From an optimization exercise on the open Yosys and OpenROAD flow, aimed at small area and a short achievable clock period; shortcuts taken in it are not production practice. In this exercise RTL edits were held to simulation tests only and were not proved equivalent to the original. Power is estimated from default activity; no workload was simulated.

== job 101 ==
==> flow/design.v (excerpt) <==
module apb_diag_buffer #(
   parameter int DEPTH = 64,
   parameter int CNT_W = $clog2(DEPTH) + 1
) (
   input  logic        pclk,
   input  logic        preset_n,
   input  logic [11:0] paddr,
   input  logic        psel,
   input  logic        penable,
   input  logic        pwrite,
   input  logic [31:0] pwdata,
   input  logic [3:0]  pstrb,
   output logic        pready,
   output logic [31:0] prdata,
   output logic        pslverr,
   input  logic        evt_valid,
   input  logic [31:0] evt_data,
   output logic        irq
);
   localparam int AW = $clog2(DEPTH);
   logic [7:0]       wlo_q, wlo_d;       
   logic [7:0]       whi_q, whi_d;       
   logic             acc_q, acc_d;       
   logic             popw_d;
   logic [DEPTH-1:0] rsel_q, rsel_d;     
   logic [CNT_W-1:0] count_q, count_d;
   logic [15:0]      drop_q, drop_d;
   logic             en_q, en_d;
  ...
clock: 5.0 ns
lec_check: 0
cap_margin: 20
core_margin: 2
core_utilization: 60
cts_cluster_diameter: 100
cts_cluster_size: 30
place_density: 0.7
setup_slack_margin: 2.7
slew_margin: 20
synth_hierarchical: 1
standard.sh (not shown) runs the stock make flow with config.mk's settings and CLKGATE_MAP_FILE= SYNTH_SCRIPT=/design/flow/synth_recipe.tcl, a recipe that flattens the netlist after the stock synthesis.
==> flow/flow/run.sh <==
#!/bin/bash
# Layout flow: the standard flow (standard synthesis unchanged), with the
# port buffers inserted as buf_4 instead of the placer's default delay buffer.
set -euo pipefail
bash standard.sh "BUFFER_PORTS_ARGS=-buffer_cell sky130_fd_sc_hd__buf_4" finish > flow_make.log 2>&1
Modified inputs, job 102 compared to job 101
Settings: changing CTS_CLUSTER_SIZE from 30 to 24; changing CORE_UTILIZATION from 60 to 65; changing PLACE_DENSITY from 0.7 to 0.75.
==> flow/flow/run.sh <==
#!/bin/bash
# Layout flow: the standard flow (standard synthesis unchanged), with the
# port buffers inserted as buf_4 instead of the placer's default delay buffer,
# and clock tree synthesis without dummy loads.
set -euo pipefail
bash standard.sh "BUFFER_PORTS_ARGS=-buffer_cell sky130_fd_sc_hd__buf_4" \
   "CTS_ARGS=-sink_clustering_enable -repair_clock_nets -sink_clustering_size 24 -sink_clustering_max_diameter 100 -dont_use_dummy_load" \
   finish > flow_make.log 2>&1
[summary]
Job 102 completed end to end with timing, DRC and antenna clean.
Side by side, fraction of the cycle the final worst path needs turned out higher in job 102 than in job 101.
[job 102] critical path depth fell 3 relative to job 101
The first-iteration DRC count in job 102 was higher than what job 101 gave.
Compared with job 101, job 102 shows a lower placeable core area.
Share of total power in the clock network | job 102 above job 101
[diff] highest achievable clock rate, job 102 relative to job 101: regression
Diff job 101 -> job 102 | multi-input gate area in the final layout | down slightly
Compared job 102 against job 101; synthesized area per cell within noise.
Total power of job 102 is higher than that of job 101.
From job 101 to job 102, compound-gate portion of the synthesized area did not move at all.
Cmp job 101 and job 102 / via-per-instance ratio / higher: job 102
diff inputs: job 102 => job 103
Settings: CORE_UTILIZATION now 60, was 65; PLACE_DENSITY now 0.7, was 0.75.
### Flow results
Compare job 103 and job 102 | final instance count without filler cells higher: job 103. Compared with job 102, in job 103 clock insertion delay at the later pin of the skew report now sits higher, routed length on met2 increased by 3.6 mm relative to the old numbers, time the worst path needs with I/O delays and setup has decreased, largest net degree at the start of global routing down 10. Job 103 vs job 102: count of inserted tapcells up by a little under 10%. Taking job 102 as the reference, in job 103 global-route wire length before repair moved up, sequential share of layout area shows a reduction of 0.30 points, utilization of the core after routing -5.2 points. ~same internal power in job 103 and job 102.
Inputs modified between job 103 and job 104:
Settings: swapping 2.7 for 2.6 in SETUP_SLACK_MARGIN.
[summary]
Comparing job 104 and job 103, the higher number of nets at the end of the flow is on job 104. Job 103 reports its last element of the critical path as rdlo_n_q[10] while job 104 reports u_ram.mem_q[45][10]. Design area in job 104 is about 0.4% higher than in job 103. Area added between synthesis and finish: higher on job 104. Relative to job 103, ratio of final minimum period to clock period increased by 1.7 points in job 104. [compare] base=job 103 new=job 104: smallest hold slack went down; number of placed instances with taps included did not really move; total routing resource utilization after global routing did not really move. | met1 wire length | job 104 vs job 103 | ≈ equal |.

Setup of wip/zinc:
apb_diag_buffer, a different RTL version from the one above (not shown whole).
Size in the first run: ~2,200 flip-flops, about 120 I/O pins, roughly 0.080 mm2 of cells after synthesis.
==> flow/config.mk <==
export PLATFORM = sky130hd
export DESIGN_NAME = apb_diag_buffer
export DESIGN_NICKNAME = apb_diag_buffer
export VERILOG_FILES = /design/flow/design.v
export SDC_FILE = /design/flow/constraint.sdc
export NUM_CORES = 4
export LEC_CHECK = 0
export CAP_MARGIN = 20
export CORE_MARGIN = 2
export CORE_UTILIZATION = 60
export CTS_CLUSTER_DIAMETER = 100
export CTS_CLUSTER_SIZE = 24
export PLACE_DENSITY = 0.7
export SETUP_SLACK_MARGIN = 2.7
export SLEW_MARGIN = 20
==> flow/constraint.sdc <==
create_clock -name core_clock -period 5.0 [get_ports {pclk}]
set_input_delay 1.0000 -clock core_clock [delete_from_list [all_inputs] [get_ports {pclk}]]
set_output_delay 1.0000 -clock core_clock [all_outputs]
set_load 0.01 [all_outputs]
==> flow/flow/run.sh <==
#!/bin/bash
# Layout flow: the standard flow (standard synthesis unchanged), with the
# port buffers inserted as buf_4 instead of the placer's default delay buffer.
set -euo pipefail
bash standard.sh "BUFFER_PORTS_ARGS=-buffer_cell sky130_fd_sc_hd__buf_4" finish > flow_make.log 2>&1
Both conditions hold for wip/zinc: the flow ran to the end and the final layout passed the timing, DRC and antenna checks.
Changes in wip/fjord relative to wip/zinc:
==> flow/flow/run.sh <==
#!/bin/bash
# Layout flow: the standard flow (standard synthesis unchanged), with the
# port buffers inserted as buf_4 instead of the placer's default delay buffer,
# and clock tree synthesis without dummy loads.
set -euo pipefail
bash standard.sh "BUFFER_PORTS_ARGS=-buffer_cell sky130_fd_sc_hd__buf_4" \
   "CTS_ARGS=-sink_clustering_enable -repair_clock_nets -sink_clustering_size 24 -sink_clustering_max_diameter 100 -dont_use_dummy_load" \
   finish > flow_make.log 2>&1
### Flow results
- Looking at clock period minus final worst setup slack across both flows, wip/fjord is the weaker of the two, with wip/zinc ahead.
- Going from wip/zinc to wip/fjord, the wire length was found to have gone up by 0.69%.
- Of the two candidates, wip/zinc has the worse switching power and wip/fjord the better one.
Here is what was changed in the inputs of wip/lagoon compared with wip/fjord.
# wip/fjord
export LEC_CHECK = 0
export CAP_MARGIN = 20
export CORE_MARGIN = 2
export CORE_UTILIZATION = 60
export CTS_CLUSTER_DIAMETER = 100
export CTS_CLUSTER_SIZE = 24
export PLACE_DENSITY = 0.7
export SETUP_SLACK_MARGIN = 2.7
export SLEW_MARGIN = 20
create_clock -name core_clock -period 5.0 [get_ports {pclk}]
# wip/lagoon
export LEC_CHECK = 0
export CAP_MARGIN = 20
export CORE_MARGIN = 2
export CORE_UTILIZATION = 60
export CTS_CLUSTER_DIAMETER = 100
export CTS_CLUSTER_SIZE = 30
export PLACE_DENSITY = 0.7
export SETUP_SLACK_MARGIN = 2.7
export SLEW_MARGIN = 20
create_clock -name core_clock -period 5.0 [get_ports {pclk}]
==> flow/flow/run.sh <==
#!/bin/bash
# Layout flow: the standard flow (standard synthesis unchanged), with the
# port buffers inserted as buf_4 instead of the placer's default delay buffer.
set -euo pipefail
bash standard.sh "BUFFER_PORTS_ARGS=-buffer_cell sky130_fd_sc_hd__buf_4" finish > flow_make.log 2>&1
--- outcome ---
wip/lagoon reports its type of the setup path with the least slack as flip-flop to flip-flop while wip/fjord reports flip-flop to primary output.
Compared to wip/fjord, wip/lagoon has fraction of the cycle the final worst path needs 0.29 points higher.
Max total routed wire length on the met1 layer across wip/fjord and wip/lagoon: wip/fjord
Area taken by flip-flops and latches: wip/lagoon vs wip/fjord — no meaningful difference
wip/lagoon ended up with more standard cells than wip/fjord.
In wip/lagoon the power dissipated in the clock network turned out about 3% lower than in wip/fjord.
Relative to wip/fjord, the fraction of power consumed by the clock network of wip/lagoon is lower by 0.7 points.
Critical path depth for wip/lagoon is higher than for wip/fjord.
wip/lagoon was carried through to the last stage, and its layout satisfied the timing, DRC and antenna checks.
Worst path setup slack after routing, wip/fjord and wip/lagoon, higher one = wip/fjord.
Of wip/fjord and wip/lagoon, the lower share of cell area taken by flip-flops and latches belongs to wip/fjord.

== the baseline ==
The RTL this note starts from:
==> flow/design.v <==
package apb_diag_pkg;
   localparam logic [11:0] OFF_CTRL   = 12'h000;
   localparam logic [11:0] OFF_STATUS = 12'h004;
   localparam logic [11:0] OFF_DROP   = 12'h008;
   localparam logic [11:0] OFF_POP    = 12'h00C;
   localparam int CTRL_EN      = 0;
   localparam int CTRL_CLR     = 1;
   localparam int CTRL_OVWR    = 2;
   localparam int CTRL_THR_LSB = 8;
   localparam int CTRL_THR_W   = 8;
   localparam int STAT_EMPTY = 16;
   localparam int STAT_FULL  = 17;
   typedef enum logic {
      IDLE = 1'b0,
      WAIT = 1'b1
   } state_e;
endpackage
module diag_buf_ram #(
   parameter int DEPTH = 64,
   parameter int AW    = $clog2(DEPTH)
) (
   input  logic          clk_i,
   input  logic          we_i,
   input  logic [AW-1:0] waddr_i,
   input  logic [31:0]   wdata_i,
   input  logic [AW-1:0] raddr_i,
   output logic [31:0]   rdata_o
);
   logic [31:0]    mem_q [DEPTH];
   logic [DEPTH-1:0] rsel;
   for (genvar i = 0; i < DEPTH; i++) begin : g_row
      always_ff @(posedge clk_i) begin
         if (we_i && (waddr_i == AW'(i))) begin
            mem_q[i] <= wdata_i;
         end
      end
      assign rsel[i] = (raddr_i == AW'(i));
   end
   always_comb begin
      rdata_o = '0;
      for (int i = 0; i < DEPTH; i++) begin
         rdata_o = rdata_o | ({32{rsel[i]}} & mem_q[i]);
      end
   end
endmodule
import apb_diag_pkg::*;
module apb_diag_buffer #(
   parameter int DEPTH = 64,
   parameter int CNT_W = $clog2(DEPTH) + 1
) (
   input  logic        pclk,
   input  logic        preset_n,
   input  logic [11:0] paddr,
   input  logic        psel,
   input  logic        penable,
   input  logic        pwrite,
   input  logic [31:0] pwdata,
   input  logic [3:0]  pstrb,
   output logic        pready,
   output logic [31:0] prdata,
   output logic        pslverr,
   input  logic        evt_valid,
   input  logic [31:0] evt_data,
   output logic        irq
);
   localparam int AW = $clog2(DEPTH);
   logic [AW-1:0]    wr_ptr_q, wr_ptr_d;
   logic [AW-1:0]    rd_ptr_q, rd_ptr_d;
   logic [CNT_W-1:0] count_q, count_d;
   logic [15:0]      drop_q, drop_d;
   logic             en_q, en_d;
   logic             ovwr_q, ovwr_d;
   logic [7:0]       thresh_q, thresh_d;
   logic             irq_q, irq_d;
   logic             popw_q;           
   logic             rdy_q, rdy_d;
   logic             err_q, err_d;
   logic [31:0]      rdata_q, rdata_d;
   logic        access, wr_ctrl, clr;
   logic        full, do_pop;
   logic        push, grow, ovr, drop;
   logic        ram_we;
   logic [31:0] ram_rdata;
   logic [CNT_W-1:0] cnt_s;
   logic [15:0]      drop_s;
   logic             grow_s, drop_inc_s, empty_s, full_s;
   logic             a_ctrl, a_stat, a_drop, a_pop;
   logic [31:0]      regmux;
   assign access  = psel && penable;
   assign wr_ctrl = access && pwrite && (paddr == OFF_CTRL);
   assign clr     = wr_ctrl && pstrb[0] && pwdata[CTRL_CLR];
   assign full    = count_q[CNT_W-1];
   assign do_pop  = popw_q;
   assign push = en_q && evt_valid && !clr;
   assign grow = push && (!full || do_pop);
   assign ovr  = push && full && !do_pop && ovwr_q;
   assign drop = push && full && !do_pop;
   always_comb begin
      en_d     = en_q;
      ovwr_d   = ovwr_q;
      thresh_d = thresh_q;
      if (wr_ctrl) begin
         if (pstrb[0]) begin
            en_d   = pwdata[CTRL_EN];
            ovwr_d = pwdata[CTRL_OVWR];
         end
         if (pstrb[1]) begin
            thresh_d = pwdata[CTRL_THR_LSB +: CTRL_THR_W];
         end
      end
      wr_ptr_d = wr_ptr_q + AW'(grow || ovr);
      rd_ptr_d = rd_ptr_q + AW'(do_pop || ovr);
      count_d  = count_q;
      if (grow && !do_pop) begin
         count_d = count_q + CNT_W'(1);
      end else if (!grow && do_pop) begin
         count_d = count_q - CNT_W'(1);
      end
      drop_d = drop_q + 16'(drop && (drop_q != 16'hFFFF));
      if (clr) begin
         wr_ptr_d = '0;
         rd_ptr_d = '0;
         count_d  = '0;
         drop_d   = '0;
      end
   end
   assign ram_we = !full || (en_q && evt_valid && (ovwr_q || do_pop));
   assign grow_s     = en_q && evt_valid && !full;
   assign drop_inc_s = en_q && evt_valid && full && (drop_q != 16'hFFFF);
   assign cnt_s      = count_q + CNT_W'(grow_s);
   assign drop_s     = drop_q + 16'(drop_inc_s);
   assign empty_s    = (count_q == '0) && !grow_s;
   assign full_s     = cnt_s[CNT_W-1];
   assign a_ctrl = (paddr == OFF_CTRL);
   assign a_stat = (paddr == OFF_STATUS);
   assign a_drop = (paddr == OFF_DROP);
   assign a_pop  = (paddr == OFF_POP);
   always_comb begin
      regmux = '0;
      if (a_ctrl) begin
         regmux[CTRL_EN]                    = en_q;
         regmux[CTRL_OVWR]                  = ovwr_q;
         regmux[CTRL_THR_LSB +: CTRL_THR_W] = thresh_q;
      end
      if (a_stat) begin
         regmux[CNT_W-1:0]  = cnt_s;
         regmux[STAT_EMPTY] = empty_s;
         regmux[STAT_FULL]  = full_s;
      end
      if (a_drop) begin
         regmux[15:0] = drop_s;
      end
   end
   always_comb begin
      if (penable) begin
         rdata_d = ram_rdata;
         rdy_d   = 1'b1;
         err_d   = 1'b0;
      end else begin
         rdata_d = regmux;
         rdy_d   = !(psel && !pwrite && a_pop && !empty_s);
         if (pwrite) begin
            err_d = !a_ctrl;
         end else begin
            err_d = !(a_ctrl || a_stat || a_drop || a_pop) || (a_pop && empty_s);
         end
      end
   end
   assign irq_d = en_q && (thresh_q != 8'd0) && (32'(count_q) >= 32'(thresh_q));
   always_ff @(posedge pclk or negedge preset_n) begin
      if (!preset_n) begin
         wr_ptr_q <= '0;
         rd_ptr_q <= '0;
         count_q  <= '0;
         drop_q   <= '0;
         en_q     <= 1'b0;
         ovwr_q   <= 1'b0;
         thresh_q <= '0;
         irq_q    <= 1'b0;
         popw_q   <= 1'b0;
      end else begin
         wr_ptr_q <= wr_ptr_d;
         rd_ptr_q <= rd_ptr_d;
         count_q  <= count_d;
         drop_q   <= drop_d;
         en_q     <= en_d;
         ovwr_q   <= ovwr_d;
         thresh_q <= thresh_d;
         irq_q    <= irq_d;
         popw_q   <= access && !rdy_q;
      end
   end
   always_ff @(posedge pclk) begin
      rdy_q   <= rdy_d;
      err_q   <= err_d;
      rdata_q <= rdata_d;
   end
   diag_buf_ram #(
      .DEPTH (DEPTH),
      .AW    (AW)
   ) u_ram (
      .clk_i   (pclk),
      .we_i    (ram_we),
      .waddr_i (wr_ptr_q),
      .wdata_i (evt_data),
      .raddr_i (rd_ptr_q),
      .rdata_o (ram_rdata)
   );
   assign pready  = rdy_q;
   assign prdata  = rdata_q;
   assign pslverr = err_q;
   assign irq     = irq_q;
endmodule
Settings: LEC_CHECK=0, CAP_MARGIN=20, CORE_MARGIN=2, CORE_UTILIZATION=40, SLEW_MARGIN=20; clock period 5.0 ns.
run.sh (not shown) runs the stock make flow with config.mk's settings and CLKGATE_MAP_FILE= SYNTH_SCRIPT=/design/flow/synth_recipe.tcl, a recipe that flattens the netlist after the stock synthesis.
Stock flow here: none of the scripts above is used.
The baseline went all the way through the flow, and no timing, DRC or antenna check failed.
What the candidate does differently from the baseline at the input level:
- SETUP_SLACK_MARGIN: unset -> 2.5
- ABC_CLOCK_PERIOD_IN_PS: unset -> 2500
[summary]
- Between the baseline and the candidate, the total power is higher for the candidate.
- Share of power burned in registers: the candidate lower than the baseline
- Looking at clock insertion delay at the later pin of the skew report, the candidate sits 0.05 ns higher than the baseline does.
- The candidate completed end to end with timing, DRC and antenna clean.
- Detailed-route wire length deteriorates in the candidate relative to the baseline.
- Worst hold margin in the candidate is 0.0046 ns above the baseline.
- The number of standard cells in the final layout excluding fillers of the candidate exceeds that of the baseline by 435.

[port drivers added, routing unchanged]
How much do the figures lean on ideal ports? The routed layouts below were timed once more, with nothing changed but the port constraints.
Step 1: set_driving_cell puts a clkbuf_16 on pclk and a buf_2 on each other input, an assumption about the parent block.
Step 2 times the ports against the registers' clock, not the clock port: input delays grow and output delays shrink by t, the midpoint of the rising clock arrivals with the driver on.
Three values: ideal, step 1, step 2; two values: the first two.
run | t, ns | setup slack, ns | latest minus earliest clock arrival (ns) | worst register clock-pin slew, ns
job 101 | 0.786 | 2.560 / 2.556 / 1.949 | 0.032 / 0.033 | 0.12 / 0.12
job 102 | 0.781 | 2.363 / 2.363 / 1.675 | 0.086 / 0.085 | 0.10 / 0.10
job 103 | 0.799 | 2.569 / 2.536 / 1.985 | 0.062 / 0.062 | 0.10 / 0.10
job 104 | 0.810 | 2.482 / 2.482 / 1.908 | 0.069 / 0.069 | 0.10 / 0.10
wip/zinc | 0.836 | 2.596 / 2.514 / 1.929 | 0.027 / 0.026 | 0.10 / 0.10
wip/fjord | 0.825 | 2.591 / 2.514 / 1.932 | 0.051 / 0.051 | 0.10 / 0.10
wip/lagoon | 0.788 | 2.576 / 2.557 / 1.956 | 0.029 / 0.029 | 0.12 / 0.12
the baseline | 0.941 | 0.322 / 0.322 / 0.322 | 0.063 / 0.063 | 0.07 / 0.07
the candidate | 0.959 | 1.991 / 1.991 / 1.475 | 0.091 / 0.092 | 0.08 / 0.08
After both steps setup and hold are still met in every run listed. The setup slack of job 102, which loses most, moves by 0.000 ns with the drivers and by -0.688 ns with both steps.
